Source: an optimization exercise on an open RTL-to-GDS flow (aim: small area). Production flows keep margins and buffers that such runs may drop.
In this exercise RTL edits were held to simulation tests only and were not proved equivalent to the original.
Power figures rest on the tool's default switching activity, not on a simulated workload.

==> flow/design.v <==
module perm_result_buf #(
  parameter int NWORDS = 25,
  parameter int NBYTES = 8*NWORDS
) (
  input  logic        clk,
  input  logic        rst,
  input  logic        pushout,
  input  logic        firstout,
  input  logic [63:0] dout,
  output logic        stopout,
  input  logic        rd_req,
  input  logic [7:0]  rd_addr,
  input  logic [7:0]  rd_len,
  input  logic        rd_stall,
  output logic        rd_valid,
  output logic [7:0]  rd_data,
  output logic        rd_last,
  output logic        buf_full,
  input  logic        buf_release,
  output logic        rd_err,
  output logic        frame_err,
  output logic        ovf_err
);
  localparam logic [1:0] EMPTY = 2'd0, FILL = 2'd1, FULL = 2'd2, READ = 2'd3;
  logic [1:0]  state;
  logic [4:0]  word_cnt;      
  logic [7:0]  ptr;           
  logic [7:0]  ptr_d;         
  logic [7:0]  rem;           
  logic [63:0] mem [NWORDS];
  logic [NWORDS-1:0] ph;      
  logic [4:0]  tgt;
  logic        act, wr_en, acc, consume;
  assign act    = state == EMPTY || state == FILL;
  assign wr_en  = pushout & ((state == EMPTY & firstout) | state == FILL);
  assign tgt    = (pushout & firstout) ? 5'd0 : word_cnt;
  assign acc    = rd_len != 8'd0 && ({1'b0, rd_addr} + {1'b0, rd_len} <= 9'(NBYTES));
  for (genvar i = 0; i < NWORDS; i++) begin : g_word
    logic w, k;
    assign w = wr_en & (tgt == 5'(i));
    assign k = ~(act & (tgt == 5'(i)));
    always_ff @(posedge clk) begin
      mem[i] <= ~((mem[i] | {64{w}}) & (dout | {64{k}}));
      ph[i]  <= ~((ph[i] | w) & k);
    end
  end
  logic [NWORDS-1:0] wsel_n;
  logic [7:0]        bsel;
  logic [63:0]       col_n;
  logic              ph_n;
  logic [7:0]        byt_n;
  always_comb begin
    for (int i = 0; i < NWORDS; i++) wsel_n[i] = ptr_d[7:3] != 5'(i);
    for (int k = 0; k < 8; k++) bsel[k] = ptr_d[2:0] == 3'(k);
  end
  for (genvar j = 0; j < 64; j++) begin : g_col
    logic [NWORDS-1:0] d;
    for (genvar i = 0; i < NWORDS; i++) begin : g_d
      assign d[i] = mem[i][j];
    end
    prb_col u_col (.d(d), .sel_n(wsel_n), .y_n(col_n[j]));
  end
  prb_col u_ph (.d(ph), .sel_n(wsel_n), .y_n(ph_n));
  for (genvar b = 0; b < 8; b++) begin : g_byte
    logic [3:0] u;
    for (genvar q = 0; q < 4; q++) begin : g_sel
      prb_a22oi u_sel (.a1(col_n[16*q+b]), .a2(bsel[2*q]), .b1(col_n[16*q+8+b]), .b2(bsel[2*q+1]), .y(u[q]));
    end
    prb_nand4 u_byte (.a(u[0]), .b(u[1]), .c(u[2]), .d(u[3]), .y(byt_n[b]));
  end
  assign rd_last  = rd_valid & (rem == 8'd1);
  assign buf_full = state[1];
  assign consume = state == READ && !buf_release && rd_valid && !rd_stall;
  assign ptr_d = ptr + 8'(consume);
  always_ff @(posedge clk) begin
    ptr     <= state == FULL ? rd_addr : ptr_d;
    rd_data <= byt_n ^ {8{ph_n}};
    rem      <= state == FULL ? rd_len : rem - 8'(consume);
    word_cnt <= (state == EMPTY || (pushout && firstout)) ? 5'd1 : word_cnt + 5'(pushout);
  end
  always_ff @(posedge clk or negedge rst) begin
    if (!rst) begin
      state     <= EMPTY;
      stopout   <= 1'b1;
      rd_valid  <= 1'b0;
      rd_err    <= 1'b0;
      frame_err <= 1'b0;
      ovf_err   <= 1'b0;
    end else begin
      rd_err    <= 1'b0;
      frame_err <= 1'b0;
      ovf_err   <= 1'b0;
      case (state)
        EMPTY: begin
          rd_err  <= rd_req;
          stopout <= 1'b0;
          if (pushout && firstout) state <= FILL;
          else frame_err <= pushout;
        end
        FILL: begin
          rd_err <= rd_req;
          if (pushout && firstout) frame_err <= 1'b1;
          else if (pushout && word_cnt == 5'(NWORDS-1)) begin
            state   <= FULL;
            stopout <= 1'b1;
          end
        end
        FULL: begin
          ovf_err <= pushout;
          if (buf_release) begin
            state   <= EMPTY;
            stopout <= 1'b0;
          end else if (rd_req && acc) state <= READ;
          else rd_err <= rd_req;
        end
        default: begin
          ovf_err <= pushout;
          rd_err  <= rd_req;
          if (buf_release) begin
            state    <= EMPTY;
            stopout  <= 1'b0;
            rd_valid <= 1'b0;
          end else if (!rd_valid) rd_valid <= 1'b1;
          else if (!rd_stall && rem == 8'd1) begin
            rd_valid <= 1'b0;
            state    <= FULL;
          end
        end
      endcase
    end
  end
endmodule
module prb_o22ai (input logic a1, a2, b1, b2, output logic y);
  assign y = ~((a1 | a2) & (b1 | b2));
endmodule
module prb_nor4 (input logic a, b, c, d, output logic y);
  assign y = ~(a | b | c | d);
endmodule
module prb_o2111ai (input logic a1, a2, b1, c1, d1, output logic y);
  assign y = ~((a1 | a2) & b1 & c1 & d1);
endmodule
module prb_a22oi (input logic a1, a2, b1, b2, output logic y);
  assign y = ~((a1 & a2) | (b1 & b2));
endmodule
module prb_nand4 (input logic a, b, c, d, output logic y);
  assign y = ~(a & b & c & d);
endmodule
module prb_col (input logic [24:0] d, sel_n, output logic y_n);
  logic [11:0] y;
  logic [2:0]  z;
  for (genvar p = 0; p < 12; p++) begin : g_pair
    prb_o22ai u_pair (.a1(d[2*p]), .a2(sel_n[2*p]), .b1(d[2*p+1]), .b2(sel_n[2*p+1]), .y(y[p]));
  end
  for (genvar q = 0; q < 3; q++) begin : g_oct
    prb_nor4 u_oct (.a(y[4*q]), .b(y[4*q+1]), .c(y[4*q+2]), .d(y[4*q+3]), .y(z[q]));
  end
  prb_o2111ai u_col (.a1(d[24]), .a2(sel_n[24]), .b1(z[0]), .c1(z[1]), .d1(z[2]), .y(y_n));
endmodule
==> flow/flow/run.sh <==
#!/bin/bash
# The standard layout (standard.sh, the ORFS flow, standard synthesis unchanged) with three
# changes: after floorplan every combinational cell is swapped for the smallest of its family
# (flow/downsize.tcl; the later repair steps size up what needs it); port buffers are buf_1
# instead of the default delay cell; and the clock tree is built from clkbuf_8 with 16-sink
# clusters and no dummy loads. Each ORFS step logs to orfs/logs/; make's output goes to
# standard.log, the downsizing step's to downsize.log.
set -uo pipefail
KNOBS=("BUFFER_PORTS_ARGS=-buffer_cell sky130_fd_sc_hd__buf_1"
  "CTS_ARGS=-sink_clustering_enable -repair_clock_nets -dont_use_dummy_load -sink_clustering_size 16 -sink_clustering_max_diameter 100 -buf_list sky130_fd_sc_hd__clkbuf_8")
bash standard.sh "${KNOBS[@]}" floorplan > standard.log 2>&1 || exit 1
RES=orfs/results/${FLOW_PLATFORM:-sky130hd}/perm_result_buf/base
DOWNSIZE_ODB=$RES/2_floorplan.odb \
  openroad -no_init -exit flow/downsize.tcl > downsize.log 2>&1 || exit 1
bash standard.sh "${KNOBS[@]}" finish >> standard.log 2>&1
==> flow/flow/downsize.tcl <==
# Swaps every combinational cell of the synthesized netlist for the smallest cell of its
# family (same function and pins, lowest drive strength). The placement steps' repair_design
# and the clock-tree step's repair_timing then size up whatever needs more drive.
# Registers, buffers, tap and tie cells are left as they are.
# Reads and writes the ODB named by DOWNSIZE_ODB. (The platform's don't-use cells are all
# lpflow_/probe cells, whose names the family pattern below never matches.)
set db [ord::get_db]
read_db $::env(DOWNSIZE_ODB)
# Smallest master of each family, from the loaded libraries.
array set best {}
foreach lib [$db getLibs] {
  foreach m [$lib getMasters] {
    set n [$m getName]
    if {![regexp {^(sky130_fd_sc_hd__[a-z0-9]+)_([0-9]+)$} $n -> fam str]} continue
    set a [expr {[$m getWidth] * [$m getHeight]}]
    if {![info exists best($fam)] || $a < [lindex $best($fam) 1]} { set best($fam) [list $m $a] }
  }
}
set swapped 0
set saved 0
foreach inst [[[$db getChip] getBlock] getInsts] {
  set m [$inst getMaster]
  set n [$m getName]
  if {![regexp {^(sky130_fd_sc_hd__([a-z0-9]+))_([0-9]+)$} $n -> fam base str]} continue
  if {[regexp {^(df|edf|sdf|dl|sdl|buf|clkbuf|clkdly|dlygate|dlymetal|tap|conb|fill|decap|diode|clkinv|inv)} $base]} continue
  if {![info exists best($fam)]} continue
  set nm [lindex $best($fam) 0]
  if {$nm eq $m} continue
  set d [expr {([$m getWidth] * [$m getHeight] - [lindex $best($fam) 1]) / 1e6}]
  if {[$inst swapMaster $nm]} { incr swapped; set saved [expr {$saved + $d}] }
}
puts "downsize: swapped $swapped cells, [format %.1f $saved] um2"
write_db $::env(DOWNSIZE_ODB)
==> flow/standard.sh <==
#!/bin/bash
# synth_recipe.tcl (not shown) runs the flow's synth.tcl, then flattens the netlist and writes it again
# the make line also repeats each setting of config.mk as NAME=value (left out here)
make -C /OpenROAD-flow-scripts/flow DESIGN_CONFIG=/design/flow/config.mk WORK_HOME=/design/flow/orfs CLKGATE_MAP_FILE= SYNTH_SCRIPT=/design/flow/synth_recipe.tcl "${@:-finish}"
==> flow/config.mk <==
export PLATFORM = sky130hd
export DESIGN_NAME = perm_result_buf
export DESIGN_NICKNAME = perm_result_buf
export VERILOG_FILES = /design/flow/design.v
export SDC_FILE = /design/flow/constraint.sdc
export NUM_CORES = 4
export LEC_CHECK = 0
export CAP_MARGIN = 15
export CORE_MARGIN = 2
export CORE_UTILIZATION = 70
export SLEW_MARGIN = 15
export SYNTH_HIERARCHICAL = 1
==> flow/constraint.sdc <==
create_clock -name core_clock -period 6.0 [get_ports {clk}]
set_input_delay 1.2000 -clock core_clock [delete_from_list [all_inputs] [get_ports {clk}]]
set_output_delay 1.2000 -clock core_clock [all_outputs]
set_load 0.01 [all_outputs]
==> summary.txt, run 1 <==
# TYPE chip_impl_metric gauge
chip_impl_info{name="run_status",value="complete, no violations"} 1
chip_impl_metric{name="place_inst",unit=""} 6037
chip_impl_metric{name="grt_pass1_wl",unit="um"} 303000
chip_impl_metric{name="drv_slew",unit=""} 0
chip_impl_info{name="path_common_cell",value="sky130_fd_sc_hd__ha_1"} 1
chip_impl_metric{name="clkSlewWorstSetupHoldPaths",unit="ns"} 0.11
chip_impl_metric{name="final_report_setup_violation_count",unit=""} 0
chip_impl_metric{name="timing.critical_path.depth",unit=""} 16
chip_impl_info{name="cp-end-kind",value="flip-flop"} 1
chip_impl_metric{name="antenna_violations_before_repair",unit=""} 12
chip_impl_info{name="cts_tree",value="done"} 1
chip_impl_metric{name="numPortBuffers",unit=""} 101
chip_impl_metric{name="max-clock-path-buffers",unit=""} 3
chip_impl_metric{name="relative_slew_slack",unit="%"} 13.0
chip_impl_metric{name="ys_async_sr_fraction",unit="%"} 0.421
chip_impl_metric{name="worst-slew-pin-transition",unit="ns"} 1.30
chip_impl_metric{name="cts.repair.resized",unit=""} 0
chip_impl_metric{name="placementRows",unit=""} 103
chip_impl_info{name="worst_setup_path_start_kind",value="flip-flop"} 1
chip_impl_metric{name="worst-endpoint-required",unit="ns"} 6.69
chip_impl_metric{name="ys.warnings.count",unit=""} 8
chip_impl_metric{name="first_global_vias",unit=""} 47700
chip_impl_metric{name="design.die.area",unit="mm2"} 0.0826
chip_impl_info{name="family_with_the_most_delay_on_the_worst_path",value="simple AND/OR/NAND/NOR gates"} 1
chip_impl_metric{name="clock_sinks",unit=""} 1661
chip_impl_metric{name="fin_worst_skew",unit="ns"} 0.0633
chip_impl_metric{name="timing.final.crit_share",unit="%"} 93.1
chip_impl_metric{name="finalNetCount",unit=""} 5214
chip_impl_metric{name="syn-cell-area",unit="mm2"} 0.0562
chip_impl_metric{name="final_critical_path_setup_slack",unit="ns"} 0.412
chip_impl_metric{name="worst-path-buf-inv",unit=""} 2
chip_impl_metric{name="post-dp-hpwl",unit="um"} 121000
chip_impl_metric{name="routed_wirelength",unit="um"} 208000
chip_impl_metric{name="ir_drop",unit="mV"} 0.337
chip_impl_metric{name="drt-wirelength-per-cell",unit="um"} 33.7
chip_impl_metric{name="total_power",unit="mW"} 27.6
chip_impl_metric{name="post-route-drc-count",unit=""} 0
chip_impl_metric{name="powerDensity",unit="mW/mm2"} 474
chip_impl_metric{name="gr-usage-all-layers",unit="%"} 48.6
chip_impl_metric{name="power.leakage",unit="nW"} 22.6
chip_impl_metric{name="route.vias.total",unit=""} 50400
chip_impl_metric{name="netlist-cell-type-count",unit=""} 71
chip_impl_info{name="path_cells",value="ha_1 > nor4bb_1 > ha_1 > ha_1 > nand3_1 > xnor2_1 > nor3b_1 > buf_4 > nand2_4 > buf_4 > o22ai_1 > nor4_1 > o2111ai_1 > a22oi_1 > nand4_1 > xor2_1"} 1
chip_impl_metric{name="maximum_number_of_pins_on_one_net_before_global_route_repair",unit=""} 67
chip_impl_metric{name="io_pins",unit=""} 102
chip_impl_metric{name="max_stage_delay",unit="ns"} 0.95
chip_impl_metric{name="dpl_worst_slack",unit="ns"} -0.0168
chip_impl_metric{name="antenna_left",unit=""} 0
chip_impl_metric{name="holdBufCountCts",unit=""} 0
chip_impl_metric{name="dieWidth",unit="um"} 287
chip_impl_metric{name="final_hold_violation_count",unit=""} 0
chip_impl_metric{name="synth-edff-count",unit=""} 0
chip_impl_metric{name="setup-tns-final",unit="ns"} 0
chip_impl_metric{name="final_period_minus_worst_setup_slack",unit="ns"} 5.59
chip_impl_metric{name="clock_tree.htree_level_count",unit=""} 3
chip_impl_metric{name="layout-drive-gt1-share",unit="%"} 8.66
chip_impl_metric{name="critPathMaxFanout",unit=""} 25
chip_impl_metric{name="finish.utilization",unit="%"} 73.6
chip_impl_metric{name="postCtsSetupRepairBufs",unit=""} 0
chip_impl_info{name="clk_root_buffer_cell",value="sky130_fd_sc_hd__clkbuf_8"} 1
chip_impl_metric{name="tritoncts.num_buffers",unit=""} 113
chip_impl_metric{name="initial_core_util",unit="%"} 71.0
chip_impl_metric{name="die_y",unit="um"} 287
chip_impl_metric{name="synth_fp_nets",unit=""} 5298
chip_impl_metric{name="detailed_place.area",unit="mm2"} 0.0567
chip_impl_metric{name="synthesis.instances",unit=""} 5192
chip_impl_metric{name="synth-seq-cells",unit=""} 1661
chip_impl_metric{name="drv.max_cap_violation_count",unit=""} 0
chip_impl_metric{name="post_synth.cell_area_avg",unit="um2"} 10.8
chip_impl_metric{name="finalNonFillerCells",unit=""} 6165
chip_impl_metric{name="detailedRoute.firstIterationViolations",unit=""} 7062
chip_impl_metric{name="summed_area_of_non_filler_cells_in_the_final_layout",unit="mm2"} 0.0583
chip_impl_metric{name="core_area",unit="mm2"} 0.0793
chip_impl_info{name="path_class",value="reg2reg"} 1
chip_impl_metric{name="r2r_worst_path_depth",unit=""} 16
chip_impl_info{name="rsz_0062_raised_after_global_routing",value="no"} 1
chip_impl_metric{name="gpl.final_weighted_congestion",unit=""} 0.938
chip_impl_info{name="slowest_stage",value="sky130_fd_sc_hd__a22oi_1"} 1
chip_impl_metric{name="hold_ws",unit="ns"} 0.331
chip_impl_metric{name="synth.yosys.seq_area_share",unit="%"} 59.2
chip_impl_metric{name="crit_arrival",unit="ns"} 6.28
chip_impl_info{name="hp-class",value="in2async"} 1
chip_impl_info{name="postSynth.topFlopCell",value="sky130_fd_sc_hd__dfxtp_1"} 1
chip_impl_metric{name="area.growth.synth_to_final",unit="%"} 3.71
chip_impl_metric{name="max_freq",unit="MHz"} 179
chip_impl_metric{name="drt-pass1-iter-count",unit=""} 8
chip_impl_metric{name="overflow",unit=""} 0
chip_impl_metric{name="drt-vias-per-instance",unit=""} 8.18
chip_impl_metric{name="clk_latency",unit="ns"} 0.82
## cell families after synthesis
logic type               count (synthesis)  synth area share (%)
XOR/XNOR                                26                 0.418
multiplexers                            12                 0.234
flip-flops                            1661                  59.2
AND/OR/NAND/NOR                        408                  6.23
adder cells (fa/ha/maj)                 19                 0.436
AO/OA/AOI/OAI                         2524                  29.6
buffers and inverters                  542                  3.94
## Yosys stat by module (local to each module, per instance), a selection
module	flops+latches	cell area (um2)	copies in the design	cells inside
prb_nor4	0	12.5	195	1
prb_nand4	0	6.26	8	1
perm_result_buf	1661	47500	1	4112
prb_o22ai	0	6.26	780	1
prb_a22oi	0	12.5	32	1
prb_o2111ai	0	15.0	65	1
## routing by layer
metal	wire (um)	global-route usage, %
met1	74500	62.5
met4	16100	31.1
met5	37	0
met2	86700	71.4
met3	30400	14.7
## cell type report
cell class | count | area [um2]
sequential | 1661 | 33300
antenna | 9 | 22.5
tap | 1050 | 1310
timing repair buffer | 333 | 2680
multi-input combinational | 2989 | 19400
inverter | 10 | 37.5
clock buffer | 113 | 1560
fill | 5839 | 20900
## cell usage in the layout, fill, tap and decap left out, drive strengths merged, types with 14 or more instances in the layout
cell type,n
o2111ai,66
o22ai,2381
clkbuf,129
nand2,86
nor4,200
dfxtp,1654
nor2,49
a22oi,33
buf,317
ha,18
xor2,15
o21ai,14
## worst register-to-register path, stage by stage (launching register included)
cell                        delay (ns)
sky130_fd_sc_hd__dfrtp_1          0.45
sky130_fd_sc_hd__ha_1             0.24
sky130_fd_sc_hd__nor4bb_1         0.51
sky130_fd_sc_hd__ha_1             0.29
sky130_fd_sc_hd__ha_1             0.25
sky130_fd_sc_hd__nand3_1          0.12
sky130_fd_sc_hd__xnor2_1          0.47
sky130_fd_sc_hd__nor3b_1          0.12
sky130_fd_sc_hd__buf_4            0.19
sky130_fd_sc_hd__nand2_4          0.26
sky130_fd_sc_hd__buf_4            0.46
sky130_fd_sc_hd__o22ai_1          0.17
sky130_fd_sc_hd__nor4_1           0.41
sky130_fd_sc_hd__o2111ai_1        0.18
sky130_fd_sc_hd__a22oi_1          0.95
sky130_fd_sc_hd__nand4_1          0.26
sky130_fd_sc_hd__xor2_1           0.22
## cells in the mapped netlist (5+ instances only)
master,count,area (um2)
sky130_fd_sc_hd__a22oi_2,32,400
sky130_fd_sc_hd__and2_1,5,31.3
sky130_fd_sc_hd__and3_1,6,37.5
sky130_fd_sc_hd__buf_1,80,300
sky130_fd_sc_hd__buf_2,136,681
sky130_fd_sc_hd__clkbuf_1,313,1170
sky130_fd_sc_hd__dfrtp_1,6,150
sky130_fd_sc_hd__dfxtp_1,1654,33100
sky130_fd_sc_hd__ha_1,18,225
sky130_fd_sc_hd__inv_1,10,37.5
sky130_fd_sc_hd__mux2_2,9,101
sky130_fd_sc_hd__nand2_1,86,323
sky130_fd_sc_hd__nand2b_1,5,31.3
sky130_fd_sc_hd__nand3_1,9,45.0
sky130_fd_sc_hd__nand4_1,10,62.6
sky130_fd_sc_hd__nor2_1,31,116
sky130_fd_sc_hd__nor2_2,17,106
sky130_fd_sc_hd__nor2b_1,5,31.3
sky130_fd_sc_hd__nor3_1,11,55.1
sky130_fd_sc_hd__nor4_1,5,31.3
sky130_fd_sc_hd__nor4_2,195,2440
sky130_fd_sc_hd__o2111ai_2,65,976
sky130_fd_sc_hd__o21ai_0,13,65.1
sky130_fd_sc_hd__o22ai_1,2381,14900
sky130_fd_sc_hd__xnor2_1,10,87.6
sky130_fd_sc_hd__xor2_1,15,131
## registers in the layout, indices dropped and copies added, names as in the netlist
| signal | flops |
|---|---|
| frame_err | 1 |
| mem | 1600 |
| ovf_err | 1 |
| ph | 25 |
| ptr | 8 |
| rd_data | 8 |
| rd_err | 1 |
| rd_valid | 1 |
| rem | 8 |
| state | 2 |
| stopout | 1 |
| word_cnt | 5 |
## where the power goes
group          internal, mW  leakage (nW)  switching, mW
clock network          1.68         0.813           3.38
registers              12.9          15.0           1.04
logic                  3.21          6.73           5.42
total                  17.8          22.6           9.84
## path summary, 6_finish.rpt
| path | start | endpoint | slack [ns] |
|---|---|---|---|
| setup / recovery | state[1]$_DFFE_PN0P_ | rd_data[4]$_DFF_P_ | 0.41 |
| hold / removal | rst | frame_err$_DFF_PN0_ | 0.33 |
| setup reg to reg | state[1]$_DFFE_PN0P_ | rd_data[4]$_DFF_P_ | 0.41 |
| hold reg to reg | ph[0]$_DFF_P_ | ph[0]$_DFF_P_ | 0.39 |
| max in group asynchronous | rst | stopout$_DFFE_PN1P_ | 5.34 |
| min in group core_clock | ph[0]$_DFF_P_ | ph[0]$_DFF_P_ | 0.39 |
==> inputs of run 2 (changes only) <==
--- a/flow/config.mk
+++ b/flow/config.mk
@@ -7,6 +7,7 @@
 export LEC_CHECK = 0
 export CAP_MARGIN = 15
 export CORE_MARGIN = 2
-export CORE_UTILIZATION = 70
+export CORE_UTILIZATION = 80
+export PLACE_DENSITY = 0.85
 export SLEW_MARGIN = 15
 export SYNTH_HIERARCHICAL = 1
==> run 2 against run 1 <==
Largest power group unchanged. Power down 0.43%. Critical endpoint is now rd_data[6]$_DFF_P_. Combinational power shrank 1%. Worst hold slack got worse by 0.029 ns. Synthesized cell count unchanged. Die area decreased by 12%. Sequential power about the same. Via count grew 3.1%.
==> summary.txt, run 2 <==
# TYPE chip_impl_metric gauge
chip_impl_metric{name="drt-wirelength-per-cell",unit="um"} 34.2
chip_impl_metric{name="core_area",unit="mm2"} 0.0698
chip_impl_metric{name="syn-cell-area",unit="mm2"} 0.0562
chip_impl_info{name="leading_post_synthesis_cells_by_cell_area",value="sky130_fd_sc_hd__dfxtp_1, sky130_fd_sc_hd__o22ai_1, sky130_fd_sc_hd__nor4_2"} 1
chip_impl_metric{name="final_hold_violation_count",unit=""} 0
chip_impl_metric{name="design.die.area",unit="mm2"} 0.0724
chip_impl_metric{name="overflow",unit=""} 0
chip_impl_info{name="register_ranked_first_by_flip_flop_count",value="mem"} 1
chip_impl_metric{name="setup-tns-final",unit="ns"} 0
chip_impl_info{name="final_common_cell",value="sky130_fd_sc_hd__o22ai_1"} 1
chip_impl_metric{name="postCtsSetupRepairBufs",unit=""} 0
chip_impl_info{name="yosysMostFrequentCell",value="sky130_fd_sc_hd__o22ai_1"} 1
chip_impl_metric{name="ys_async_sr_fraction",unit="%"} 0.421
chip_impl_metric{name="clk_latency",unit="ns"} 0.83
chip_impl_metric{name="final_report_setup_violation_count",unit=""} 0
chip_impl_metric{name="fin_worst_skew",unit="ns"} 0.0619
chip_impl_metric{name="clock_tree.htree_level_count",unit=""} 3
chip_impl_metric{name="numPortBuffers",unit=""} 101
chip_impl_info{name="cts_tree",value="done"} 1
chip_impl_metric{name="worst-path-buf-inv",unit=""} 1
chip_impl_metric{name="drt-vias-per-instance",unit=""} 8.65
chip_impl_metric{name="grt_pass1_wl",unit="um"} 301000
chip_impl_info{name="path_cells",value="ha_1 > nor4bb_1 > ha_1 > ha_1 > nand3_1 > xnor2_1 > nor3_1 > nand2_4 > buf_12 > o22ai_1 > nor4_1 > o2111ai_1 > a22oi_1 > nand4_1 > xor2_1"} 1
chip_impl_metric{name="ys.warnings.count",unit=""} 8
chip_impl_metric{name="relative_slew_slack",unit="%"} 6.56
chip_impl_metric{name="tritoncts.num_buffers",unit=""} 113
chip_impl_metric{name="maximum_number_of_pins_on_one_net_before_global_route_repair",unit=""} 67
chip_impl_metric{name="gpl.final_weighted_congestion",unit=""} 0.934
chip_impl_metric{name="synth_top_area_share",unit="%"} 58.9
chip_impl_info{name="run_status",value="complete, no violations"} 1
chip_impl_info{name="rsz_0062_raised_after_global_routing",value="no"} 1
chip_impl_metric{name="initial_core_util",unit="%"} 80.6
chip_impl_metric{name="netlist-cell-type-count",unit=""} 71
chip_impl_metric{name="drt-pass1-iter-count",unit=""} 10
chip_impl_info{name="slowest_stage",value="sky130_fd_sc_hd__a22oi_1"} 1
chip_impl_info{name="worst_setup_path_start_kind",value="flip-flop"} 1
chip_impl_metric{name="detailed_place.area",unit="mm2"} 0.0562
chip_impl_metric{name="worst-slew-pin-transition",unit="ns"} 1.40
chip_impl_metric{name="timing.final.crit_share",unit="%"} 95.9
chip_impl_metric{name="ir_drop",unit="mV"} 0.329
chip_impl_metric{name="synth_fp_nets",unit=""} 5298
chip_impl_info{name="path_class",value="reg2reg"} 1
chip_impl_info{name="family_with_the_most_delay_on_the_worst_path",value="simple AND/OR/NAND/NOR gates"} 1
chip_impl_metric{name="finalNetCount",unit=""} 5159
chip_impl_metric{name="power.leakage",unit="nW"} 22.4
chip_impl_info{name="postSynth.topFlopCell",value="sky130_fd_sc_hd__dfxtp_1"} 1
chip_impl_metric{name="post_synth.cell_area_avg",unit="um2"} 10.8
chip_impl_metric{name="holdBufCountCts",unit=""} 0
chip_impl_metric{name="route.vias.total",unit=""} 52000
chip_impl_info{name="top_registers",value="mem (1600), ph (25)"} 1
chip_impl_metric{name="clock_sinks",unit=""} 1661
chip_impl_metric{name="dieWidth",unit="um"} 269
chip_impl_metric{name="post-route-drc-count",unit=""} 0
chip_impl_metric{name="drv_slew",unit=""} 0
chip_impl_metric{name="crit_arrival",unit="ns"} 6.39
chip_impl_metric{name="clkSlewWorstSetupHoldPaths",unit="ns"} 0.11
chip_impl_info{name="path_common_cell",value="sky130_fd_sc_hd__ha_1"} 1
chip_impl_info{name="synth_top_cell_by_area",value="sky130_fd_sc_hd__dfxtp_1"} 1
chip_impl_metric{name="placementRows",unit=""} 97
chip_impl_metric{name="io_pins",unit=""} 102
chip_impl_metric{name="powerDensity",unit="mW/mm2"} 475
chip_impl_metric{name="layout-drive-gt1-share",unit="%"} 7.62
chip_impl_metric{name="detailedRoute.firstIterationViolations",unit=""} 9388
chip_impl_metric{name="max_freq",unit="MHz"} 174
chip_impl_metric{name="synth.yosys.seq_area_share",unit="%"} 59.2
chip_impl_metric{name="synth-edff-count",unit=""} 0
chip_impl_metric{name="max-clock-path-buffers",unit=""} 3
chip_impl_metric{name="max_stage_delay",unit="ns"} 0.88
chip_impl_info{name="clk_root_buffer_cell",value="sky130_fd_sc_hd__clkbuf_8"} 1
chip_impl_metric{name="routed_wirelength",unit="um"} 206000
chip_impl_info{name="cp-end-kind",value="flip-flop"} 1
chip_impl_metric{name="finish.utilization",unit="%"} 82.9
chip_impl_metric{name="multi_input_comb_area",unit="mm2"} 0.0194
chip_impl_metric{name="post-dp-hpwl",unit="um"} 110000
chip_impl_metric{name="seq_area",unit="mm2"} 0.0333
chip_impl_metric{name="summed_area_of_non_filler_cells_in_the_final_layout",unit="mm2"} 0.0579
chip_impl_metric{name="cts.repair.resized",unit=""} 0
chip_impl_metric{name="total_power",unit="mW"} 27.5
chip_impl_info{name="most_used_cells_in_the_layout_excluding_fill_and_tap_cells",value="sky130_fd_sc_hd__o22ai_1, sky130_fd_sc_hd__dfxtp_1, sky130_fd_sc_hd__nor4_1"} 1
chip_impl_metric{name="first_global_vias",unit=""} 49200
chip_impl_metric{name="antenna_violations_before_repair",unit=""} 12
chip_impl_metric{name="final_period_minus_worst_setup_slack",unit="ns"} 5.75
chip_impl_metric{name="flip_flop_count_of_the_largest_register_after_layout",unit=""} 1600
chip_impl_info{name="hp-class",value="in2async"} 1
chip_impl_metric{name="antenna_left",unit=""} 0
chip_impl_metric{name="gr-usage-all-layers",unit="%"} 54.0
chip_impl_metric{name="layout.filler_cells",unit=""} 4140
chip_impl_metric{name="die_y",unit="um"} 269
chip_impl_metric{name="area.growth.synth_to_final",unit="%"} 2.90
chip_impl_metric{name="worst-endpoint-required",unit="ns"} 6.64
chip_impl_metric{name="drv.max_cap_violation_count",unit=""} 0
chip_impl_metric{name="synth-seq-cells",unit=""} 1661
chip_impl_metric{name="synthesis.instances",unit=""} 5192
chip_impl_info{name="yosys-top-cells-count",value="sky130_fd_sc_hd__o22ai_1, sky130_fd_sc_hd__dfxtp_1, sky130_fd_sc_hd__clkbuf_1"} 1
chip_impl_metric{name="critPathMaxFanout",unit=""} 23
run 2: power by group:
group	internal, mW	switching (mW)
logic	3.16	5.36
registers	12.9	1.05
clock network	1.68	3.37
total	17.7	9.78
run 2: path summary, 6_finish.rpt:
| kind | startpoint | to | slack [ns] | cells after the start |
|---|---|---|---|---|
| min in group core_clock | ph[16]$_DFF_P_ | ph[16]$_DFF_P_ | 0.39 | 1 |
| max reg2reg | state[1]$_DFFE_PN0P_ | rd_data[6]$_DFF_P_ | 0.25 | 15 |
| max in group asynchronous | rst | stopout$_DFFE_PN1P_ | 5.38 | 1 |
| max | state[1]$_DFFE_PN0P_ | rd_data[6]$_DFF_P_ | 0.25 | 15 |
| min reg2reg | ph[16]$_DFF_P_ | ph[16]$_DFF_P_ | 0.39 | 1 |
| min | rst | rd_err$_DFF_PN0_ | 0.30 | 1 |
run 2: layout make-up:
| cell class | count | share of cell area (%) |
|---|---|---|
| Inverter | 10 | 0.0649 |
| Multi-Input combinational cell | 2989 | 33.6 |
| Clock buffer | 113 | 2.69 |
| Tap cell | 940 | 2.03 |
| Antenna cell | 13 | 0.0562 |
| Sequential cell | 1661 | 57.5 |
| Timing Repair Buffer | 278 | 4.07 |
run 2: stage by stage:
stage / hold slack (ns) / cells / setup WS [ns]
after floorplan: 0.358 / 5192 / 0.568
after global placement: 0.364 / 5874 / 0.183
after detailed placement: 0.369 / 5874 / 0.113
after CTS: 0.326 / 5987 / 0.771
after global routing: 0.335 / 5995 / 0.181
final: 0.302 / 6004 / 0.248
run 2: logic make-up (layout without fill, tap and decap cells):
group	Yosys count	in the layout	synth area share, %
AOI/OAI and AO/OA	2524	2524	29.6
xor gates and xnor gates	26	26	0.418
adders and majority gates	19	19	0.436
buffers and inverters	542	401	3.94
DFF	1661	1661	59.2
muxes	12	12	0.234
other	0	13	0
and+or+nand+nor	408	408	6.23
run 2: per-layer routing:
metal | GRT usage, % | vias to the layer above | share of wire, %
li1 | - | 20700 | -
met1 | 67.2 | 24000 | 33
met2 | 75.4 | 5526 | 40
met3 | 22.3 | 1688 | 18
met4 | 38.9 | 18 | 9.3
met5 | 1.58 | - | 0.11
run 2: modules after synthesis (local to each module, per instance), a selection:
module | times used | flip-flops and latches
prb_o2111ai | 65 | 0
prb_nor4 | 195 | 0
prb_nand4 | 8 | 0
prb_a22oi | 32 | 0
prb_o22ai | 780 | 0
perm_result_buf | 1 | 1661
==> inputs of run 3 (changes only) <==
--- a/flow/config.mk
+++ b/flow/config.mk
@@ -5,9 +5,9 @@
 export SDC_FILE = /design/flow/constraint.sdc
 export NUM_CORES = 4
 export LEC_CHECK = 0
-export CAP_MARGIN = 15
+export CAP_MARGIN = 10
 export CORE_MARGIN = 2
 export CORE_UTILIZATION = 80
 export PLACE_DENSITY = 0.85
-export SLEW_MARGIN = 15
+export SLEW_MARGIN = 10
 export SYNTH_HIERARCHICAL = 1
==> run 3 against run 2 <==
Flip-flop and latch count unchanged. Power barely moved. Critical path depth unchanged. Highest routed layer unchanged. Clock-buffer cell count unchanged. Synthesized cell count stayed put. Non-clock buffer count shrank 3. Still clean on timing, DRC and antenna. Sequential power is essentially flat. Cell count is essentially flat. Sequential share of layout area up 0.056 points. Largest power group unchanged. Design area about the same. Combinational power barely moved. Routed wire length barely moved.
==> summary.txt, run 3 <==
# TYPE chip_impl_metric gauge
chip_impl_metric{name="maximum_number_of_pins_on_one_net_before_global_route_repair",unit=""} 67
chip_impl_metric{name="synth-seq-cells",unit=""} 1661
chip_impl_metric{name="core_area",unit="mm2"} 0.0698
chip_impl_info{name="final_common_cell",value="sky130_fd_sc_hd__o22ai_1"} 1
chip_impl_metric{name="final_period_minus_worst_setup_slack",unit="ns"} 5.62
chip_impl_info{name="synth_top_cell_by_area",value="sky130_fd_sc_hd__dfxtp_1"} 1
chip_impl_info{name="path_common_cell",value="sky130_fd_sc_hd__ha_1"} 1
chip_impl_metric{name="final_hold_violation_count",unit=""} 0
chip_impl_metric{name="overflow",unit=""} 0
chip_impl_metric{name="power.leakage",unit="nW"} 22.3
chip_impl_metric{name="gpl.final_weighted_congestion",unit=""} 0.934
chip_impl_metric{name="placementRows",unit=""} 97
chip_impl_metric{name="flip_flop_count_of_the_largest_register_after_layout",unit=""} 1600
chip_impl_metric{name="postCtsSetupRepairBufs",unit=""} 0
chip_impl_metric{name="ir_drop",unit="mV"} 0.329
chip_impl_metric{name="drv_slew",unit=""} 0
chip_impl_metric{name="io_pins",unit=""} 102
chip_impl_info{name="cts_tree",value="done"} 1
chip_impl_info{name="path_cells",value="ha_1 > nor4bb_1 > ha_1 > ha_1 > nand3_1 > xnor2_1 > nor3_1 > nand2_4 > buf_4 > o22ai_1 > nor4_1 > o2111ai_1 > a22oi_1 > nand4_1 > xor2_1"} 1
chip_impl_info{name="rsz_0062_raised_after_global_routing",value="no"} 1
chip_impl_metric{name="r2r_worst_path_depth",unit=""} 15
chip_impl_metric{name="crit_arrival",unit="ns"} 6.26
chip_impl_info{name="clk_root_buffer_cell",value="sky130_fd_sc_hd__clkbuf_8"} 1
chip_impl_metric{name="gr-usage-all-layers",unit="%"} 54.0
chip_impl_metric{name="worst-endpoint-required",unit="ns"} 6.64
chip_impl_metric{name="clk_latency",unit="ns"} 0.83
chip_impl_info{name="cp-end-kind",value="flip-flop"} 1
chip_impl_metric{name="grt_pass1_wl",unit="um"} 301000
chip_impl_info{name="yosysMostFrequentCell",value="sky130_fd_sc_hd__o22ai_1"} 1
chip_impl_metric{name="numPortBuffers",unit=""} 101
chip_impl_metric{name="detailed_place.area",unit="mm2"} 0.0562
chip_impl_metric{name="layout-drive-gt1-share",unit="%"} 7.29
chip_impl_info{name="timing.rr.start",value="state[1]$_DFFE_PN0P_"} 1
chip_impl_metric{name="post-dp-hpwl",unit="um"} 110000
chip_impl_metric{name="route.vias.total",unit=""} 51900
chip_impl_metric{name="antenna_violations_before_repair",unit=""} 12
chip_impl_info{name="hp-class",value="in2async"} 1
chip_impl_metric{name="post_synth.cell_area_avg",unit="um2"} 10.8
chip_impl_metric{name="worst-slew-pin-transition",unit="ns"} 1.40
chip_impl_metric{name="place_inst",unit=""} 5874
chip_impl_info{name="r2r-end",value="rd_data[6]$_DFF_P_"} 1
chip_impl_metric{name="post-route-drc-count",unit=""} 0
chip_impl_metric{name="finalNetCount",unit=""} 5156
chip_impl_metric{name="netlist-cell-type-count",unit=""} 71
chip_impl_metric{name="initial_core_util",unit="%"} 80.6
chip_impl_metric{name="drv.max_cap_violation_count",unit=""} 0
chip_impl_info{name="path_class",value="reg2reg"} 1
chip_impl_metric{name="drt-pass1-iter-count",unit=""} 12
chip_impl_metric{name="finalNonFillerCells",unit=""} 5999
chip_impl_metric{name="timing.final.crit_share",unit="%"} 93.7
chip_impl_metric{name="clock_sinks",unit=""} 1661
chip_impl_info{name="run_status",value="complete, no violations"} 1
chip_impl_metric{name="clock_tree.htree_level_count",unit=""} 3
chip_impl_metric{name="clkSlewWorstSetupHoldPaths",unit="ns"} 0.11
chip_impl_metric{name="final_report_setup_violation_count",unit=""} 0
chip_impl_metric{name="synth_top_area_share",unit="%"} 58.9
chip_impl_metric{name="antenna_left",unit=""} 0
chip_impl_metric{name="synth_fp_nets",unit=""} 5298
chip_impl_metric{name="design.die.area",unit="mm2"} 0.0724
chip_impl_info{name="most_used_cells_in_the_layout_excluding_fill_and_tap_cells",value="sky130_fd_sc_hd__o22ai_1, sky130_fd_sc_hd__dfxtp_1, sky130_fd_sc_hd__nor4_1"} 1
chip_impl_metric{name="synthesis.instances",unit=""} 5192
chip_impl_info{name="top_registers",value="mem (1600), ph (25)"} 1
chip_impl_info{name="register_ranked_first_by_flip_flop_count",value="mem"} 1
chip_impl_metric{name="first_global_vias",unit=""} 49200
chip_impl_metric{name="rrSetupSlack",unit="ns"} 0.38
chip_impl_metric{name="max-clock-path-buffers",unit=""} 3
chip_impl_metric{name="fin_worst_skew",unit="ns"} 0.0664
chip_impl_metric{name="ys_async_sr_fraction",unit="%"} 0.421
chip_impl_metric{name="worst-path-buf-inv",unit=""} 1
chip_impl_metric{name="detailedRoute.firstIterationViolations",unit=""} 9568
chip_impl_metric{name="critPathMaxFanout",unit=""} 15
chip_impl_metric{name="area.growth.synth_to_final",unit="%"} 2.80
chip_impl_metric{name="ys.warnings.count",unit=""} 8
chip_impl_info{name="leading_post_synthesis_cells_by_cell_area",value="sky130_fd_sc_hd__dfxtp_1, sky130_fd_sc_hd__o22ai_1, sky130_fd_sc_hd__nor4_2"} 1
chip_impl_metric{name="synth-edff-count",unit=""} 0
chip_impl_info{name="postSynth.topFlopCell",value="sky130_fd_sc_hd__dfxtp_1"} 1
chip_impl_metric{name="final_critical_path_setup_slack",unit="ns"} 0.378
chip_impl_metric{name="dpl_worst_slack",unit="ns"} 0.113
chip_impl_metric{name="cts.repair.resized",unit=""} 0
chip_impl_metric{name="max_stage_delay",unit="ns"} 0.82
chip_impl_metric{name="tritoncts.num_buffers",unit=""} 113
chip_impl_metric{name="setup-tns-final",unit="ns"} 0
chip_impl_info{name="slowest_stage",value="sky130_fd_sc_hd__a22oi_1"} 1
chip_impl_metric{name="dieWidth",unit="um"} 269
chip_impl_metric{name="synth.yosys.seq_area_share",unit="%"} 59.2
chip_impl_metric{name="relative_slew_slack",unit="%"} 6.78
chip_impl_metric{name="syn-cell-area",unit="mm2"} 0.0562
chip_impl_metric{name="max_freq",unit="MHz"} 178
chip_impl_metric{name="die_y",unit="um"} 269
chip_impl_metric{name="powerDensity",unit="mW/mm2"} 476
chip_impl_metric{name="holdBufCountCts",unit=""} 0
chip_impl_info{name="family_with_the_most_delay_on_the_worst_path",value="simple AND/OR/NAND/NOR gates"} 1
chip_impl_metric{name="drt-vias-per-instance",unit=""} 8.64
chip_impl_info{name="yosys-top-cells-count",value="sky130_fd_sc_hd__o22ai_1, sky130_fd_sc_hd__dfxtp_1, sky130_fd_sc_hd__clkbuf_1"} 1
chip_impl_metric{name="routed_wirelength",unit="um"} 206000
chip_impl_metric{name="drt-wirelength-per-cell",unit="um"} 34.3
chip_impl_info{name="worst_setup_path_start_kind",value="flip-flop"} 1
chip_impl_metric{name="summed_area_of_non_filler_cells_in_the_final_layout",unit="mm2"} 0.0578
run 3: cell counts after synthesis:
Identical to the previous run, type by type.
run 3: where the power goes:
group          internal [mW]  switching [mW]
logic                   3.15            5.36
registers               12.9            1.05
clock network           1.68            3.37
run 3: cells by family after synthesis:
family	after synthesis	share of synthesized area [%]
XOR/XNOR	26	0.418
AO/OA/AOI/OAI	2524	29.6
buffers and inverters	542	3.94
multiplexers	12	0.234
flip-flops	1661	59.2
adder cells (fa/ha/maj)	19	0.436
AND/OR/NAND/NOR	408	6.23
run 3: worst register-to-register path: cells and delay by family, from the launching register on:
kind / cells / cell delay, ns
and+or+nand+nor: 6 / 1.95
AOI/OAI and AO/OA: 3 / 1.21
xor gates and xnor gates: 2 / 0.68
DFF: 1 / 0.44
adders and majority gates: 3 / 0.83
buffers and inverters: 1 / 0.40
run 3: layout make-up:
type                       instances  area (um2)
sequential                      1661       33300
multi-input combinational       2989       19400
fill                            4151       12000
timing repair buffer             275        2310
clock buffer                     113        1560
tap                              940        1180
inverter                          10        37.5
antenna                           11        27.5
run 3: through the flow:
stage	hold WS (ns)	power [mW]	utilization, %
2_1_floorplan	0.358	20.1	-
3_3_place_gp	0.364	21.7	80.5
3_5_place_dp	0.369	22.0	80.6
4_1_cts	0.326	26.7	82.8
5_1_grt	0.335	28.1	82.8
6_report	0.312	27.5	82.9
run 3: routing by layer:
layer	track usage, %	part of all wire (%)	vias to the layer above
li1	-	-	20600
met1	67.2	33	24000
met2	75.4	40	5432
met3	22.3	18	1740
met4	38.9	9.4	16
met5	1.58	0.10	-
run 3: worst max-delay path by stage:
stage	depth (start not counted)	start	endpoint	slack [ns]
after global placement	15	buf_release	rd_data[7]$_DFF_P_	0.18
final	15	state[1]$_DFFE_PN0P_	rd_data[6]$_DFF_P_	0.38
after detailed placement	16	buf_release	rd_data[5]$_DFF_P_	0.11
after floorplan	10	buf_release	rd_data[0]$_DFF_P_	0.57
after global routing	16	state[1]$_DFFE_PN0P_	rd_data[5]$_DFF_P_	0.20
after CTS	16	state[1]$_DFFE_PN0P_	rd_data[5]$_DFF_P_	0.77
run 3: per-module statistics from Yosys, one instance, submodules excluded, excerpt:
module | cell area [um2] | times used
prb_a22oi | 12.5 | 32
perm_result_buf | 47500 | 1
prb_nand4 | 6.26 | 8
prb_nor4 | 12.5 | 195
prb_o2111ai | 15.0 | 65
prb_o22ai | 6.26 | 780
==> inputs of run 4 (changes only) <==
--- a/flow/config.mk
+++ b/flow/config.mk
@@ -8,6 +8,7 @@
 export CAP_MARGIN = 10
 export CORE_MARGIN = 2
 export CORE_UTILIZATION = 80
+export GPL_TIMING_DRIVEN = 0
 export PLACE_DENSITY = 0.85
 export SLEW_MARGIN = 10
 export SYNTH_HIERARCHICAL = 1
==> run 4 against run 3 <==
Largest power group unchanged. Power is 1.1% higher. Combinational power up 3.9%. Clock power about the same. Sequential share of layout area down 0.66 points. Register-to-register slack worse by 0.73 ns. Global-route usage decreased by 2.5 points. The layout now fails its checks (capacitance limit, slew limit, setup timing). Critical path type unchanged.
==> summary.txt, run 4 <==
# TYPE chip_impl_metric gauge
chip_impl_metric{name="clock_tree.htree_level_count",unit=""} 3
chip_impl_metric{name="rrSetupSlack",unit="ns"} -0.35
chip_impl_metric{name="finalNetCount",unit=""} 5493
chip_impl_metric{name="synth-edff-count",unit=""} 0
chip_impl_metric{name="critPathMaxFanout",unit=""} 35
chip_impl_metric{name="ys_async_sr_fraction",unit="%"} 0.421
chip_impl_metric{name="grt_pass1_wl",unit="um"} 289000
chip_impl_metric{name="final_hold_violation_count",unit=""} 0
chip_impl_metric{name="summed_area_of_non_filler_cells_in_the_final_layout",unit="mm2"} 0.0585
chip_impl_metric{name="overflow",unit=""} 0
chip_impl_info{name="check-failures",value="capacitance limit, slew limit, setup timing"} 1
chip_impl_metric{name="initial_core_util",unit="%"} 80.6
chip_impl_metric{name="worst-slew-pin-transition",unit="ns"} 1.62
chip_impl_metric{name="flip_flop_count_of_the_largest_register_after_layout",unit=""} 1600
chip_impl_metric{name="synthesis.instances",unit=""} 5192
chip_impl_metric{name="power.leakage",unit="nW"} 22.5
chip_impl_info{name="final_common_cell",value="sky130_fd_sc_hd__o22ai_1"} 1
chip_impl_info{name="path_class",value="reg2reg"} 1
chip_impl_metric{name="ir_drop",unit="mV"} 0.407
chip_impl_metric{name="post-dp-hpwl",unit="um"} 127000
chip_impl_info{name="top_registers",value="mem (1600), ph (25)"} 1
chip_impl_metric{name="layout-drive-gt1-share",unit="%"} 6.96
chip_impl_metric{name="place_inst",unit=""} 6209
chip_impl_metric{name="powerDensity",unit="mW/mm2"} 476
chip_impl_metric{name="die_y",unit="um"} 269
chip_impl_metric{name="final_report_setup_violation_count",unit=""} 7
chip_impl_metric{name="drt-pass1-iter-count",unit=""} 12
chip_impl_metric{name="post_synth.cell_area_avg",unit="um2"} 10.8
chip_impl_info{name="yosysMostFrequentCell",value="sky130_fd_sc_hd__o22ai_1"} 1
chip_impl_metric{name="hold_ws",unit="ns"} 0.309
chip_impl_info{name="timing.critical_path.from",value="state[1]$_DFFE_PN0P_"} 1
chip_impl_info{name="hp-class",value="in2async"} 1
chip_impl_metric{name="drt-wirelength-per-cell",unit="um"} 30.7
chip_impl_info{name="synth_top_cell_by_area",value="sky130_fd_sc_hd__dfxtp_1"} 1
chip_impl_metric{name="holdBufCountCts",unit=""} 0
chip_impl_metric{name="synth.yosys.seq_area_share",unit="%"} 59.2
chip_impl_metric{name="area.growth.synth_to_final",unit="%"} 3.99
chip_impl_metric{name="max-clock-path-buffers",unit=""} 3
chip_impl_info{name="most_used_cells_in_the_layout_excluding_fill_and_tap_cells",value="sky130_fd_sc_hd__o22ai_1, sky130_fd_sc_hd__dfxtp_1, sky130_fd_sc_hd__clkbuf_1"} 1
chip_impl_metric{name="synth-seq-cells",unit=""} 1661
chip_impl_metric{name="dpl_worst_slack",unit="ns"} -0.962
chip_impl_metric{name="postCtsSetupRepairBufs",unit=""} 0
chip_impl_info{name="r2r-end",value="rd_data[5]$_DFF_P_"} 1
chip_impl_metric{name="drv.max_cap_violation_count",unit=""} 1
chip_impl_metric{name="synth_top_area_share",unit="%"} 58.9
chip_impl_metric{name="syn-cell-area",unit="mm2"} 0.0562
chip_impl_metric{name="crit_arrival",unit="ns"} 7.03
chip_impl_metric{name="detailed_place.area",unit="mm2"} 0.0566
chip_impl_metric{name="dieWidth",unit="um"} 269
chip_impl_metric{name="antenna_left",unit=""} 0
chip_impl_metric{name="fin_worst_skew",unit="ns"} 0.0610
chip_impl_metric{name="maximum_number_of_pins_on_one_net_before_global_route_repair",unit=""} 66
chip_impl_metric{name="ys.warnings.count",unit=""} 8
chip_impl_metric{name="setup-tns-final",unit="ns"} -1.30
chip_impl_metric{name="worst-endpoint-required",unit="ns"} 6.68
chip_impl_metric{name="first_global_vias",unit=""} 49200
chip_impl_metric{name="route.vias.total",unit=""} 51700
chip_impl_metric{name="final_period_minus_worst_setup_slack",unit="ns"} 6.35
chip_impl_metric{name="antenna_violations_before_repair",unit=""} 24
chip_impl_metric{name="clock_sinks",unit=""} 1661
chip_impl_metric{name="r2r_worst_path_depth",unit=""} 15
chip_impl_info{name="clk_root_buffer_cell",value="sky130_fd_sc_hd__clkbuf_8"} 1
chip_impl_metric{name="detailedRoute.firstIterationViolations",unit=""} 8540
chip_impl_metric{name="final_critical_path_setup_slack",unit="ns"} -0.350
chip_impl_metric{name="routed_wirelength",unit="um"} 195000
chip_impl_metric{name="tritoncts.num_buffers",unit=""} 113
chip_impl_info{name="worst_setup_path_start_kind",value="flip-flop"} 1
chip_impl_info{name="yosys-top-cells-count",value="sky130_fd_sc_hd__o22ai_1, sky130_fd_sc_hd__dfxtp_1, sky130_fd_sc_hd__clkbuf_1"} 1
chip_impl_info{name="leading_post_synthesis_cells_by_cell_area",value="sky130_fd_sc_hd__dfxtp_1, sky130_fd_sc_hd__o22ai_1, sky130_fd_sc_hd__nor4_2"} 1
chip_impl_metric{name="netlist-cell-type-count",unit=""} 71
chip_impl_metric{name="clkSlewWorstSetupHoldPaths",unit="ns"} 0.10
chip_impl_info{name="timing.rr.start",value="state[1]$_DFFE_PN0P_"} 1
chip_impl_metric{name="core_area",unit="mm2"} 0.0698
chip_impl_metric{name="clk_latency",unit="ns"} 0.83
chip_impl_metric{name="gr-usage-all-layers",unit="%"} 51.5
chip_impl_metric{name="relative_slew_slack",unit="%"} -8.11
chip_impl_metric{name="finalNonFillerCells",unit=""} 6362
chip_impl_metric{name="synth_fp_nets",unit=""} 5298
chip_impl_metric{name="post-route-drc-count",unit=""} 0
chip_impl_info{name="cp-end-kind",value="flip-flop"} 1
chip_impl_info{name="postSynth.topFlopCell",value="sky130_fd_sc_hd__dfxtp_1"} 1
chip_impl_info{name="cts_tree",value="done"} 1
chip_impl_metric{name="drv_slew",unit=""} 11
chip_impl_metric{name="drt-vias-per-instance",unit=""} 8.12
chip_impl_metric{name="gpl.final_weighted_congestion",unit=""} 0.944
chip_impl_metric{name="max_freq",unit="MHz"} 157
chip_impl_metric{name="numPortBuffers",unit=""} 37
chip_impl_metric{name="placementRows",unit=""} 97
chip_impl_metric{name="io_pins",unit=""} 102
chip_impl_metric{name="layout.filler_cells",unit=""} 4098
chip_impl_info{name="register_ranked_first_by_flip_flop_count",value="mem"} 1
chip_impl_metric{name="timing.final.crit_share",unit="%"} 106
chip_impl_metric{name="design.die.area",unit="mm2"} 0.0724
chip_impl_info{name="rsz_0062_raised_after_global_routing",value="yes"} 1
chip_impl_info{name="run_status",value="failed layout checks"} 1
==> run 4: cell types whose count changed in the layout (fill, tap and decap cells not counted), moves of 18 or more <==
cell	previous run	this run
sky130_fd_sc_hd__buf_12	49	22
sky130_fd_sc_hd__clkbuf_1	0	302
sky130_fd_sc_hd__nor2_4	25	0
sky130_fd_sc_hd__buf_4	124	1
sky130_fd_sc_hd__nand2_4	45	19
sky130_fd_sc_hd__nor2_2	3	21
sky130_fd_sc_hd__diode_2	11	37
sky130_fd_sc_hd__buf_2	0	137
sky130_fd_sc_hd__nand2_1	41	63
==> run 4: routing by layer <==
metal	wire length [um]	GRT usage [%]	up-vias	part of all wire, %
met2	82500	74.9	4544	42
met3	29700	23.0	1350	15
met5	333	2.43	-	0.17
met4	17200	36.5	13	8.8
met1	65500	60.4	24400	34
li1	-	-	21300	-
==> run 4: timing repair <==
| item | in CTS | in global routing |
|---|---|---|
| hold endpoints to repair | 0 | 0 |
| gates cloned | 0 | 2 |
| pin swaps | 0 | 3 |
| gates resized for setup | 4 | 28 |
| endpoints found under the setup margin | 8 | 8 |
==> run 4: area by class of cell <==
cell class	instances	area [um2]	area share (%)
flip-flops and latches	1661	33300	56.9
multi-input cells	2991	19300	33.0
plain buffers	532	2190	3.75
clock buffers	113	1560	2.66
well taps	940	1180	2.01
repair buffers	78	861	1.47
diodes	37	92.6	0.158
inverters	10	37.5	0.0642
==> run 4: cell families (layout without fill, tap and decap cells) <==
| logic type | count (synthesis) | in the layout | synth area share, % |
|---|---|---|---|
| and+or+nand+nor | 408 | 410 | 6.23 |
| DFF | 1661 | 1661 | 59.2 |
| adders and majority gates | 19 | 19 | 0.436 |
| buffers and inverters | 542 | 733 | 3.94 |
| other | 0 | 37 | 0 |
| AOI/OAI and AO/OA | 2524 | 2524 | 29.6 |
| xor gates and xnor gates | 26 | 26 | 0.418 |
| muxes | 12 | 12 | 0.234 |
==> run 4: report_power, final <==
group / switching (mW) / internal [mW]
Combinational: 5.95 / 2.90
Clock: 3.36 / 1.68
Sequential: 1.03 / 12.9
==> run 4: critical path, cell delays in order (launching register included) <==
cell	delay, ns
sky130_fd_sc_hd__dfrtp_1	0.44
sky130_fd_sc_hd__ha_1	0.24
sky130_fd_sc_hd__nor4bb_2	0.50
sky130_fd_sc_hd__ha_1	0.30
sky130_fd_sc_hd__ha_1	0.29
sky130_fd_sc_hd__nand3_1	0.17
sky130_fd_sc_hd__xnor2_2	0.57
sky130_fd_sc_hd__nor3_4	0.29
sky130_fd_sc_hd__nand2_4	0.45
sky130_fd_sc_hd__buf_12	0.32
sky130_fd_sc_hd__o22ai_1	0.13
sky130_fd_sc_hd__nor4_1	0.69
sky130_fd_sc_hd__o2111ai_1	0.36
sky130_fd_sc_hd__a22oi_1	0.78
sky130_fd_sc_hd__nand4_1	0.21
sky130_fd_sc_hd__xor2_1	0.43
==> run 4: per-module statistics from Yosys (local to each module, per instance), a selection <==
| module | copies in the design | flip-flops and latches | cells | area, um2 |
|---|---|---|---|---|
| prb_o22ai | 780 | 0 | 1 | 6.26 |
| prb_nor4 | 195 | 0 | 1 | 12.5 |
| prb_nand4 | 8 | 0 | 1 | 6.26 |
| perm_result_buf | 1 | 1661 | 4112 | 47500 |
| prb_o2111ai | 65 | 0 | 1 | 15.0 |
| prb_a22oi | 32 | 0 | 1 | 12.5 |
==> run 4: worst max-delay path by stage <==
stage	cells past startpoint	slack (ns)	end
final	15	-0.35	rd_data[5]$_DFF_P_
after global routing	16	-0.18	rd_data[1]$_DFF_P_
after CTS	16	-0.008	rd_data[4]$_DFF_P_
after detailed placement	15	-0.96	rd_data[7]$_DFF_P_
after global placement	14	-2.14	rd_data[7]$_DFF_P_
after floorplan	10	0.57	rd_data[0]$_DFF_P_
==> run 4: per-stage QoR <==
| stage | power (mW) | utilization [%] |
|---|---|---|
| 2_1_floorplan | 20.1 | - |
| 6_report | 27.8 | 83.8 |
| 3_5_place_dp | 21.9 | 81.1 |
| 5_1_grt | 28.3 | 83.7 |
| 4_1_cts | 26.7 | 83.4 |
| 3_3_place_gp | 21.4 | 79.8 |
==> inputs of run 5 (changes only) <==
--- a/flow/config.mk
+++ b/flow/config.mk
@@ -7,8 +7,7 @@
 export LEC_CHECK = 0
 export CAP_MARGIN = 10
 export CORE_MARGIN = 2
-export CORE_UTILIZATION = 80
-export GPL_TIMING_DRIVEN = 0
-export PLACE_DENSITY = 0.85
+export CORE_UTILIZATION = 84
+export PLACE_DENSITY = 0.9
 export SLEW_MARGIN = 10
 export SYNTH_HIERARCHICAL = 1
==> run 5 against run 4 <==
Area after synthesis unchanged. Via count increased by 3.7%. Worst hold slack improved by 0.038 ns. First-iteration DRC count is 36% higher. Power down 0.39%. Design area fell by 1.2%. Critical endpoint is now rd_data[7]$_DFF_P_. Fmax rose by 11%. Non-clock buffer count shrank 333. Clock skew increased by 0.012 ns. Sequential power hardly changed. Register-to-register slack gained 0.63 ns. Now clean on timing, DRC and antenna. Cell count fell by 6.9%.
==> summary.txt, run 5 <==
# TYPE chip_impl_metric gauge
chip_impl_info{name="top_registers",value="mem (1600), ph (25)"} 1
chip_impl_metric{name="rrSetupSlack",unit="ns"} 0.28
chip_impl_metric{name="synth.yosys.seq_area_share",unit="%"} 59.2
chip_impl_metric{name="core_area",unit="mm2"} 0.0660
chip_impl_metric{name="seq_area",unit="mm2"} 0.0333
chip_impl_info{name="synth_top_cell_by_area",value="sky130_fd_sc_hd__dfxtp_1"} 1
chip_impl_metric{name="clk_latency",unit="ns"} 0.80
chip_impl_metric{name="clock_sinks",unit=""} 1661
chip_impl_metric{name="powerDensity",unit="mW/mm2"} 480
chip_impl_metric{name="synth-edff-count",unit=""} 0
chip_impl_metric{name="maximum_number_of_pins_on_one_net_before_global_route_repair",unit=""} 67
chip_impl_metric{name="flip_flop_count_of_the_largest_register_after_layout",unit=""} 1600
chip_impl_metric{name="finalNetCount",unit=""} 5158
chip_impl_info{name="hp-class",value="in2async"} 1
chip_impl_info{name="cp-end-kind",value="flip-flop"} 1
chip_impl_metric{name="gr-usage-all-layers",unit="%"} 58.3
chip_impl_metric{name="layout-drive-gt1-share",unit="%"} 7.47
chip_impl_info{name="run_status",value="complete, no violations"} 1
chip_impl_info{name="path_common_cell",value="sky130_fd_sc_hd__ha_1"} 1
chip_impl_metric{name="clkSlewWorstSetupHoldPaths",unit="ns"} 0.10
chip_impl_metric{name="synth-seq-cells",unit=""} 1661
chip_impl_metric{name="pwr-share-clk",unit="%"} 18.1
chip_impl_info{name="postSynth.topFlopCell",value="sky130_fd_sc_hd__dfxtp_1"} 1
chip_impl_metric{name="design.die.area",unit="mm2"} 0.0690
chip_impl_metric{name="drt-pass1-iter-count",unit=""} 14
chip_impl_metric{name="die_y",unit="um"} 263
chip_impl_metric{name="share_of_power_burned_in_combinational_logic",unit="%"} 31.4
chip_impl_metric{name="first_global_vias",unit=""} 51500
chip_impl_metric{name="drt-wirelength-per-cell",unit="um"} 35.4
chip_impl_metric{name="numPortBuffers",unit=""} 101
chip_impl_info{name="path_class",value="reg2reg"} 1
chip_impl_metric{name="net-switching-power",unit="mW"} 10.1
chip_impl_metric{name="multi_input_comb_area",unit="mm2"} 0.0194
chip_impl_metric{name="clock_tree.htree_level_count",unit=""} 3
chip_impl_metric{name="netlist-cell-type-count",unit=""} 71
chip_impl_metric{name="worst-endpoint-required",unit="ns"} 6.68
chip_impl_metric{name="placementRows",unit=""} 94
chip_impl_metric{name="ys.warnings.count",unit=""} 8
chip_impl_metric{name="worst-slew-pin-transition",unit="ns"} 1.39
chip_impl_metric{name="antenna_violations_before_repair",unit=""} 21
chip_impl_metric{name="drt-vias-per-instance",unit=""} 9.05
chip_impl_metric{name="fin_worst_skew",unit="ns"} 0.0725
chip_impl_metric{name="setup-tns-final",unit="ns"} 0
chip_impl_info{name="register_ranked_first_by_flip_flop_count",value="mem"} 1
chip_impl_metric{name="power.leakage",unit="nW"} 22.3
chip_impl_metric{name="seq_power_share",unit="%"} 50.6
chip_impl_metric{name="max_freq",unit="MHz"} 175
chip_impl_metric{name="critPathMaxFanout",unit=""} 15
chip_impl_metric{name="post-dp-hpwl",unit="um"} 113000
[run 5: layout make-up]
| class | count | share of cell area [%] |
|---|---|---|
| diodes | 9 | 0.0390 |
| clock buffers | 113 | 2.69 |
| inverters | 10 | 0.0650 |
| multi-input cells | 2989 | 33.7 |
| flip-flops and latches | 1661 | 57.6 |
| well taps | 864 | 1.87 |
| repair buffers | 277 | 4.06 |
[run 5: timing repair]
action                                  CTS  global route
hold buffers                              0             0
resized for setup                         0             1
buffers inserted                          0             0
endpoints found under the setup margin    0             1
[run 5: kinds of logic (layout without fill, tap and decap cells)]
| family | after synthesis | in the layout | share of synthesized area, % |
|---|---|---|---|
| AO/OA/AOI/OAI | 2524 | 2524 | 29.6 |
| flip-flops | 1661 | 1661 | 59.2 |
| buffers and inverters | 542 | 400 | 3.94 |
| AND/OR/NAND/NOR | 408 | 408 | 6.23 |
| XOR/XNOR | 26 | 26 | 0.418 |
| adder cells (fa/ha/maj) | 19 | 19 | 0.436 |
| multiplexers | 12 | 12 | 0.234 |
| other | 0 | 9 | 0 |
[run 5: final timing paths]
| path | from | to | depth (start not counted) |
|---|---|---|---|
| worst min register to register | ph[16]$_DFF_P_ | ph[16]$_DFF_P_ | 1 |
| worst max register to register | state[1]$_DFFE_PN0P_ | rd_data[7]$_DFF_P_ | 15 |
| worst min-delay path | rst | state[1]$_DFFE_PN0P_ | 1 |
| max in group asynchronous | rst | stopout$_DFFE_PN1P_ | 1 |
| min in group core_clock | ph[16]$_DFF_P_ | ph[16]$_DFF_P_ | 1 |
| worst max-delay path | state[1]$_DFFE_PN0P_ | rd_data[7]$_DFF_P_ | 15 |
[run 5: metrics by stage]
stage | utilization [%] | cells | setup WS, ns | area, um2
CTS | 87.4 | 5910 | 0.792 | 57600
global route | 87.5 | 5918 | 0.0691 | 57800
detailed placement | 85.0 | 5797 | 0.0569 | 56100
global placement | 85.0 | 5797 | 0.147 | 56100
finish | 87.6 | 5923 | 0.283 | 57800
floorplan | - | 5192 | 0.568 | 56200
[run 5: per-layer routing]
metal	vias up	global-route usage (%)	part of all wire, %
met4	20	46.7	11
met1	24300	69.0	31
met5	-	4.30	0.26
li1	20600	-	-
met2	6330	78.9	38
met3	2287	29.5	19
[run 5: worst reg2reg max path, stage by stage, from the launching register on]
cell and delay (ns):
sky130_fd_sc_hd__dfrtp_1 0.43, sky130_fd_sc_hd__ha_1 0.24, sky130_fd_sc_hd__nor4bb_1 0.42, sky130_fd_sc_hd__ha_1 0.28, sky130_fd_sc_hd__ha_1 0.28, sky130_fd_sc_hd__nand3_1 0.13, sky130_fd_sc_hd__xnor2_1 0.51, sky130_fd_sc_hd__nor3_1 0.35
sky130_fd_sc_hd__nand2_4 0.40, sky130_fd_sc_hd__buf_4 0.42, sky130_fd_sc_hd__o22ai_1 0.15, sky130_fd_sc_hd__nor4_1 0.49, sky130_fd_sc_hd__o2111ai_1 0.21, sky130_fd_sc_hd__a22oi_1 0.88, sky130_fd_sc_hd__nand4_1 0.26, sky130_fd_sc_hd__xor2_1 0.21
[run 5: power groups by stage]
stage / sequential [mW] / combinational, mW / clock, mW
2_1_floorplan: 13.8 / 6.29 / 0
3_3_place_gp: 14.1 / 7.50 / 0
3_5_place_dp: 14.1 / 7.82 / 0
4_1_cts: 13.9 / 7.88 / 4.87
5_1_grt: 14.1 / 8.71 / 5.27
6_report: 14.0 / 8.69 / 5.01
[run 5: Yosys stat by module (local to each module, per instance), a selection]
module | flip-flops and latches | cells inside
prb_o2111ai | 0 | 1
perm_result_buf | 1661 | 4112
prb_a22oi | 0 | 1
prb_nand4 | 0 | 1
prb_nor4 | 0 | 1
prb_o22ai | 0 | 1

-- static timing again, ports no longer ideal --
The results above use ideal ports. As a check the final layouts listed here were re-extracted and re-timed, cells and wires unchanged.
Step 1 sets driving cells, clkbuf_16 on the clock port and buf_2 on the other inputs (assumed; they add their load-dependent delay and slew).
Step 2 adds t to the input delays and takes it off the output delays; t is the mean of the earliest and latest rising clock arrival at the registers after step 1. Input paths then give back, and output paths get back, about the clock's delay inside the block.
Three values: ideal, step 1, step 2; two values: the first two.
run | t, ns | slack for setup (ns) | clock arrival spread, ns | worst slew at a driven data input, ns
run 1 | 0.853 | 0.412 / 0.412 / -0.306 | 0.071 / 0.071 | 0.15
run 2 | 0.867 | 0.248 / 0.248 / -0.468 | 0.065 / 0.065 | 0.17
run 3 | 0.857 | 0.378 / 0.378 / -0.354 | 0.069 / 0.069 | 0.17
run 4 | 0.869 | -0.350 / -0.350 / -1.116 | 0.061 / 0.061 | 0.17
run 5 | 0.822 | 0.283 / 0.283 / -0.452 | 0.073 / 0.073 | 0.14
With both steps, setup timing fails in run 1, run 2, run 3 and run 5, where it was met with ideal ports. The setup slack of run 4, which loses most, moves by 0.000 ns with the drivers and by -0.766 ns with both steps.
